From an optimization exercise on the open Yosys and OpenROAD flow, aimed at small area, a short achievable clock period and few clock cycles per item; shortcuts taken in it are not production practice.
Only simulation tests tie the RTL to the original design; equivalence was not proved.
Power and IR drop assume default switching activity.

## JK
## wallace_mac
module wallace_mac (
    input  wire        clk,
    input  wire        arst_n,
    input  wire        req,
    output logic       ack,
    input  wire [15:0] a,
    input  wire [15:0] b,
    input  wire [31:0] acc,
    input  wire        cin,
    output logic [32:0] result
);
For scale: roughly 71 flip-flops, about 100 I/O pins, ~0.0099 mm^2 of cells after synthesis.
clock: 6.0 ns
lec_check: 0
cap_margin: 20
core_margin: 2
core_utilization: 40
cts_buf_list: sky130_fd_sc_hd__clkbuf_8
setup_slack_margin: 2.1
slew_margin: 20
synth_hierarchical: 1
synth_minimum_keep_size: 0
standard.sh (not shown) runs the stock make flow with config.mk's settings and CLKGATE_MAP_FILE= SYNTH_SCRIPT=/design/flow/synth_recipe.tcl, a recipe that flattens the netlist after the stock synthesis.
==> flow/flow/run.sh <==
#!/bin/bash
# The standard layout (the standard.sh: ORFS synthesis and place and route,
# unchanged), except that the port buffers that global placement inserts on
# every input and output use a plain buffer cell rather than the delay cell
# the resizer would pick by default.
set -euo pipefail
export BUFFER_PORTS_ARGS="-buffer_cell ${PORT_BUFFER:-sky130_fd_sc_hd__buf_2}"
bash standard.sh > standard_flow.log 2>&1
Testbench counts of JK, summed over its fixed seeds: cycles 16,000, items 8,000.
[inputs] MS vs JK
- a change of SETUP_SLACK_MARGIN from 2.1 to 1.95
Side by side, number of inserted diodes turned out lower in MS than in JK.
JK → MS: via count increased by about 1.9% relative to the old numbers, global-route usage went down.
Here is what was changed in the inputs of AL compared with MS.
- SETUP_SLACK_MARGIN: 1.95 -> 2.15
[summary]
Of AL and MS, MS shows the lower maximum fanout along the worst path, with AL above it. AL against MS; total via count after detailed routing is down slightly. Non-clock buffer count: AL and MS compared, higher one is AL. Comparing AL and MS, routed wire length is lower on MS. NOTE: routed metal-1 wirelength in AL exceeds that of MS.
Changes in TR relative to AL:
- SETUP_SLACK_MARGIN now 2.3, was 2.15
Results
Count of clock-buffer cells in the layout was lower in the run labelled AL. ~same utilization in AL and TR. Going from AL to TR, via count shrinks by about 1.6%. Cmp AL and TR / detailed-routing wirelength on met1 / higher: AL. Re compound-gate portion of the synthesized area: no difference whatsoever between TR and AL. When TR is set beside AL, its global-route wire length before repair turns out to be 990 um smaller. Against AL, violation count after the first detailed-routing iteration in TR fell by more than 10%. Of AL and TR, the run reporting the higher part of the cycle the worst path needs was AL.
Relative to TR, the following input files were edited for PW:
- SETUP_SLACK_MARGIN: 2.3 -> 2.1
- GPL_ROUTABILITY_DRIVEN: unset -> 0
## What came out
- PW finished every stage and its layout cleared the timing, design-rule and antenna checks.
- Between TR and PW, cell leakage power decreased.
- The clock transition at the registers of the reported paths was comparable across TR and PW.
- Compared PW vs TR, and relative contribution of the clock network to total power is down in PW.
- Wire length on met3, TR and PW: higher on TR
- Final critical-path setup slack: PW > TR
- Of TR and PW, the run reporting the higher global-route wire length before repair was PW.
- PW against TR: time the worst path needs with I/O delays and setup decreased by 0.047 ns relative to the old numbers; non-clock buffer count went down by about 0.9%.
- PW ended with less share of final layout cell area taken by clock buffers and inverters than TR.

wallace_mac, a different RTL version from the one above (not shown whole).
Size in the first run: roughly 100 I/O pins, ~10000 sq um of cells after synthesis.
## wallace_mac
module wallace_mac (
    input  wire        clk,
    input  wire        arst_n,
    input  wire        req,
    output logic       ack,
    input  wire [15:0] a,
    input  wire [15:0] b,
    input  wire [31:0] acc,
    input  wire        cin,
    output logic [32:0] result
);
clock: 6.0 ns
lec_check: 0
cap_margin: 20
core_margin: 2
core_utilization: 40
cts_buf_list: sky130_fd_sc_hd__clkbuf_8
setup_slack_margin: 2.4
slew_margin: 20
synth_hierarchical: 1
synth_minimum_keep_size: 0
Scripts as last shown in full above: flow/flow/run.sh
The baseline finished with timing, DRC and antenna clean.
Testbench counts at the start, summed over its fixed seeds: cycles 16,000, items 8,000.
Edit:
Settings changed: CORE_UTILIZATION 40 to 55, SETUP_SLACK_MARGIN 2.4 to 2.0.
=> Sequential share of layout area increases by 1.8 points. Wire length decreases by 6.2%. Power decreases by 3.7%. Die area decreases by 27%.
Edit:
Settings changed: CORE_UTILIZATION 55 to 40.
Effect: Die area goes up by well over a third. Synthesized area stays the same. Cell area goes up slightly. Critical path depth goes up by 3. Clock power goes up slightly. First-iteration DRC count goes down by roughly a tenth. Via count goes up slightly. Sequential cell count is unchanged.
Edit:
Settings changed: SETUP_SLACK_MARGIN 2.0 to 2.15.
Outcome: Combinational power goes down by a few percent; sequential power goes up slightly; synthesized area is unchanged.

Another version of the RTL of wallace_mac (not shown whole).
For scale: about 880 cells after synthesis, ~77 flip-flops, roughly 100 I/O pins.
Design wallace_mac, start of the top module:
module wallace_mac (
    input  wire        clk,
    input  wire        arst_n,
    input  wire        req,
    output logic       ack,
    input  wire [15:0] a,
    input  wire [15:0] b,
    input  wire [31:0] acc,
    input  wire        cin,
    output logic [32:0] result
);
export LEC_CHECK = 0
export CAP_MARGIN = 20
export CORE_MARGIN = 2
export CORE_UTILIZATION = 40
export SETUP_SLACK_MARGIN = 2.0
export SLEW_MARGIN = 20
export SYNTH_HIERARCHICAL = 1
export SYNTH_MINIMUM_KEEP_SIZE = 0
create_clock -name core_clock -period 6.0 [get_ports {clk}]
Scripts as last shown in full above: flow/flow/run.sh
The starting point finished with timing, DRC and antenna clean.
Testbench counts at the start, summed over its fixed seeds: cycles 16,000, items 8,000.
Next try:
==> flow/run.sh (new file) <==
#!/bin/bash
# synth_recipe.tcl (not shown) runs the flow's synth.tcl, then flattens the netlist and writes it again
# the make line also repeats each setting of config.mk as NAME=value (left out here)
make -C /OpenROAD-flow-scripts/flow DESIGN_CONFIG=/design/flow/config.mk WORK_HOME=/design/flow/orfs CLKGATE_MAP_FILE= SYNTH_SCRIPT=/design/flow/synth_recipe.tcl finish
removed: flow/flow/run.sh
removed: flow/standard.sh
Outcome:
- total power barely changes
- setup slack gains 23 ps
- core utilization goes up by 2.5 points
- final cell count goes up by a few percent
- routed wire length goes up by a few percent
- worst hold slack gains 380 ps
- critical path depth goes up by 1

==> static timing again, ports no longer ideal <==
No port has a modelled driver above. Below, the same layouts with a new extraction and two added sets of constraints.
Step 1 assumes that a clkbuf_16 drives the clock port and a buf_2 every other input.
Step 2 adds t to the input delays and takes it off the output delays; t is the mean of the earliest and latest rising clock arrival at the registers after step 1. Input paths then give back, and output paths get back, about the clock's delay inside the block.
Slacks: ideal ports / drivers / drivers and shift; pairs: ideal ports / drivers.
run | t, ns | slack for setup (ns) | worst register clock-pin slew, ns | pins driven straight from the clock port
JK | 0.419 | 2.143 / 2.101 / 1.768 | 0.10 / 0.10 | 1
MS | 0.406 | 2.061 / 2.020 / 1.677 | 0.09 / 0.09 | 1
AL | 0.408 | 2.020 / 1.982 / 1.767 | 0.09 / 0.09 | 1
TR | 0.414 | 2.095 / 2.055 / 1.906 | 0.09 / 0.09 | 1
PW | 0.419 | 2.143 / 2.101 / 1.768 | 0.10 / 0.10 | 1
the first run of note 2 | 0.411 | 2.004 / 1.963 / 1.809 | 0.10 / 0.10 | 1
the second run of note 2 | 0.409 | 2.044 / 2.021 / 1.634 | 0.09 / 0.09 | 1
the third run of note 2 | 0.420 | 2.051 / 2.008 / 1.643 | 0.10 / 0.10 | 1
the fourth run of note 2 | 0.406 | 1.992 / 1.950 / 1.738 | 0.09 / 0.09 | 1
the first run of note 3 | 0.398 | 1.696 / 1.650 / 1.682 | 0.07 / 0.07 | 1
the second run of note 3 | 0.389 | 1.719 / 1.674 / 1.690 | 0.06 / 0.06 | 1
After both steps setup and hold are still met in every run listed. The setup slack of the second run of note 2, which loses most, moves by -0.023 ns with the drivers and by -0.410 ns with both steps.
